Background: an optimization exercise with open tools, aiming at small area, a short achievable clock period and few clock cycles per item. Do not read the settings as production practice. Where RTL was checked, it was by simulation tests only, not by an equivalence proof against the original.

==> job 9168 <==
Design yuv_to_rgb_top, start of the top module:
module yuv_to_rgb_top (
	input logic CLOCK_50_I,
	input logic Resetn,
	input logic [31:0] in_pair,
	input logic in_valid,
	output logic in_ready,
	output logic [15:0] out_word,
	output logic out_valid,
	input logic out_ready
);
	logic [15:0] win [6];
	logic [15:0] yq [4];
	logic [1:0] ph, ph_n;
	logic areg, t1, t2, wf;
	logic areg_n, t1_n, t2_n, wf_n;
	logic [7:0] cnt, cnt_n;
	logic [1:0] fl, pd, fl_n, pd_n;
	logic sv;
	logic a0, adv, ld;
	logic step_ok, acc, fstep, pstep, stv;
	logic fs, ps;
	logic [7:0] c0, c1, c2, c3, c4, c5;
	logic [8:0] fp, fq, fr;
	logic [9:0] fa_n, fb_n, fa, fb;
	logic fc_n, fc;
	logic [7:0] fir_q;
	logic [7:0] ym, pu, pv, qu, qv;
	logic [24:0] tm, pt, qt;
	logic [2:0] lr_n, lg_n, lr, lg;
	logic [1:0] lb_n, lb;
	logic [9:0] gpa_n, gpb_n, gpa, gpb;
	logic [9:0] r_n, g_n, r, g;
	logic [10:0] b_n, b;
	logic [7:0] rs, gs, bs;
	logic [15:0] word, skid;
	assign a0 = (ph == 2'd0) && wf;
	assign adv = !sv && (a0 || areg || t1 || t2);
	assign ld = adv && ((ph == 2'd0) ? t2 : t1);
	assign step_ok = !wf && !(ph == 2'd1 && areg);
	assign acc = in_valid && in_ready;
	assign fstep = fs;
	assign pstep = ps;
	assign stv = fstep || (acc && cnt >= 8'd3);
	always_comb begin
		ph_n = ph;
		areg_n = areg;
		t1_n = t1;
		t2_n = t2;
		if (adv) begin
			areg_n = (ph == 2'd0 && a0) || (ph == 2'd1 && areg);
			t1_n = (ph == 2'd2 && areg) || (ph != 2'd2 && t1);
			t2_n = (ph == 2'd2 && t1);
			if (!areg_n && !t1_n && !t2_n) ph_n = 2'd0;
			else ph_n = (ph == 2'd2) ? 2'd0 : ph + 2'd1;
		end
		wf_n = (wf && !(a0 && adv)) || stv;
		cnt_n = cnt;
		fl_n = fl;
		pd_n = pd;
		if (acc) begin
			cnt_n = (cnt == 8'(yuv_rgb_pkg::LINE_PAIRS - 1)) ? 8'd0 : cnt + 8'd1;
			if (cnt == 8'(yuv_rgb_pkg::LINE_PAIRS - 1)) fl_n = 2'd3;
			if (cnt == 8'd0) pd_n = 2'd2;
		end
		if (fstep) fl_n = fl - 2'd1;
		if (pstep) pd_n = pd - 2'd1;
	end
	always_ff @(posedge CLOCK_50_I or negedge Resetn) begin
		if (!Resetn) begin
			ph <= 2'd0;
			areg <= 1'b0;
			t1 <= 1'b0;
			t2 <= 1'b0;
			wf <= 1'b0;
			cnt <= 8'd0;
			fl <= 2'd0;
			pd <= 2'd0;
			in_ready <= 1'b0;
			fs <= 1'b0;
  ...
clock: 12.0 ns
lec_check: 0
cap_margin: 20
core_margin: 2
core_utilization: 40
slew_margin: 20
standard.sh (not shown) runs the stock make flow with config.mk's settings and CLKGATE_MAP_FILE= SYNTH_SCRIPT=/design/flow/synth_recipe.tcl, a recipe that flattens the netlist after the stock synthesis.
==> flow/flow/run.sh <==
#!/bin/bash
# The standard layout (standard.sh) with two changes to how it is made; the
# clock period and constraints are unchanged:
# - ports get a plain buffer (buf_2) instead of the delay cell buffer_ports
#   picks by default;
# - ORFS's repair_timing is asked for a setup margin, so the resizer works on
#   paths longer than the period less the margin.
set -euo pipefail
MARGIN=8.5
sed "s|^make -C |make SETUP_SLACK_MARGIN=$MARGIN SKIP_GATE_CLONING=1 'BUFFER_PORTS_ARGS=-buffer_cell sky130_fd_sc_hd__buf_2' -C |" standard.sh > flow_margin.sh
grep -q "SETUP_SLACK_MARGIN=$MARGIN" flow_margin.sh
bash flow_margin.sh finish > make.log 2>&1
==> job 4172 (differences from job 9168) <==
--- a/flow/design.v
+++ b/flow/design.v
@@ -1700,13 +1700,13 @@
 	logic [15:0] yq [4];
 	logic [1:0] ph, ph_n;
 	logic areg, t1, t2, wf;
 	logic areg_n, t1_n, t2_n, wf_n;
 	logic [7:0] cnt, cnt_n;
 	logic [1:0] fl, pd, fl_n, pd_n;
-	logic sv;
+	logic go;
 	logic a0, adv, ld;
 	logic step_ok, acc, fstep, pstep, stv;
 	logic fs, ps;
 	logic [7:0] c0, c1, c2, c3, c4, c5;
 	logic [8:0] fp, fq, fr;
 	logic [9:0] fa_n, fb_n, fa, fb;
@@ -1717,15 +1717,16 @@
 	logic [2:0] lr_n, lg_n, lr, lg;
 	logic [1:0] lb_n, lb;
 	logic [9:0] gpa_n, gpb_n, gpa, gpb;
 	logic [9:0] r_n, g_n, r, g;
 	logic [10:0] b_n, b;
 	logic [7:0] rs, gs, bs;
-	logic [15:0] word, skid;
+	logic [15:0] word;
 	assign a0 = (ph == 2'd0) && wf;
-	assign adv = !sv && (a0 || areg || t1 || t2);
+	assign go = !out_valid || out_ready;
+	assign adv = go && (a0 || areg || t1 || t2);
 	assign ld = adv && ((ph == 2'd0) ? t2 : t1);
 	assign step_ok = !wf && !(ph == 2'd1 && areg);
 	assign acc = in_valid && in_ready;
 	assign fstep = fs;
 	assign pstep = ps;
 	assign stv = fstep || (acc && cnt >= 8'd3);
@@ -1856,26 +1857,15 @@
 			default: word = {gs, bs};
 		endcase
 	end
 	always_ff @(posedge CLOCK_50_I or negedge Resetn) begin
 		if (!Resetn) begin
 			out_valid <= 1'b0;
-			sv <= 1'b0;
 		end else begin
-			if (out_valid && out_ready) begin
-				out_valid <= sv || ld;
-				sv <= sv && ld;
-			end else if (ld) begin
-				out_valid <= 1'b1;
-				sv <= out_valid;
-			end
+			if (ld) out_valid <= 1'b1;
+			else if (out_ready) out_valid <= 1'b0;
 		end
 	end
 	always_ff @(posedge CLOCK_50_I) begin
-		if (out_valid && out_ready) begin
-			out_word <= sv ? skid : word;
-		end else if (!out_valid) begin
-			out_word <= word;
-		end
-		if (ld) skid <= word;
+		if (ld) out_word <= word;
 	end
 endmodule
==> run notes <==
In job 4172 the core utilization is higher than in job 9168, by 0.12 points.
Between job 9168 and job 4172, the lower area after synthesis is in job 4172 (gap 2.7%, measured against job 4172).
Between job 9168 and job 4172, the lower global-route usage is in job 4172 (gap 0.39 points).
Against job 4172, the final area of job 9168 is larger by 2.2%.
First-iteration DRC count: job 4172 is smaller than job 9168 (about 3.5%).
In job 9168 the die area is larger than in job 4172, by 2.6%.
Testbench counts of job 9168, summed over its fixed seeds: cycles 23,376, items 7,680.
No functional check of the RTL was part of job 4172.

[what the ideal ports hide]
No port has a modelled driver above. Below, the same layouts with a new extraction and two added sets of constraints.
Step 1 (the two cells are an assumption about what drives the block):
set clk [get_ports {CLOCK_50_I}]
set_driving_cell -lib_cell sky130_fd_sc_hd__clkbuf_16 $clk
set_driving_cell -lib_cell sky130_fd_sc_hd__buf_2 [delete_from_list [all_inputs] $clk]
Step 2 also shifts input and output timing later by t, the mid clock arrival at the registers, as if the neighbouring blocks saw the same clock.
Three values: ideal, step 1, step 2; two values: the first two.
run	t (ns)	slack for setup (ns)	worst data-port slew with drivers (ns)
job 9168	0.621	8.307 / 8.307 / 8.028	0.04
job 4172	0.621	8.225 / 8.225 / 8.044	0.04
After both steps every run listed still meets setup and hold. The setup slack of job 9168, which loses most, moves by 0.000 ns with the drivers and by -0.279 ns with both steps.
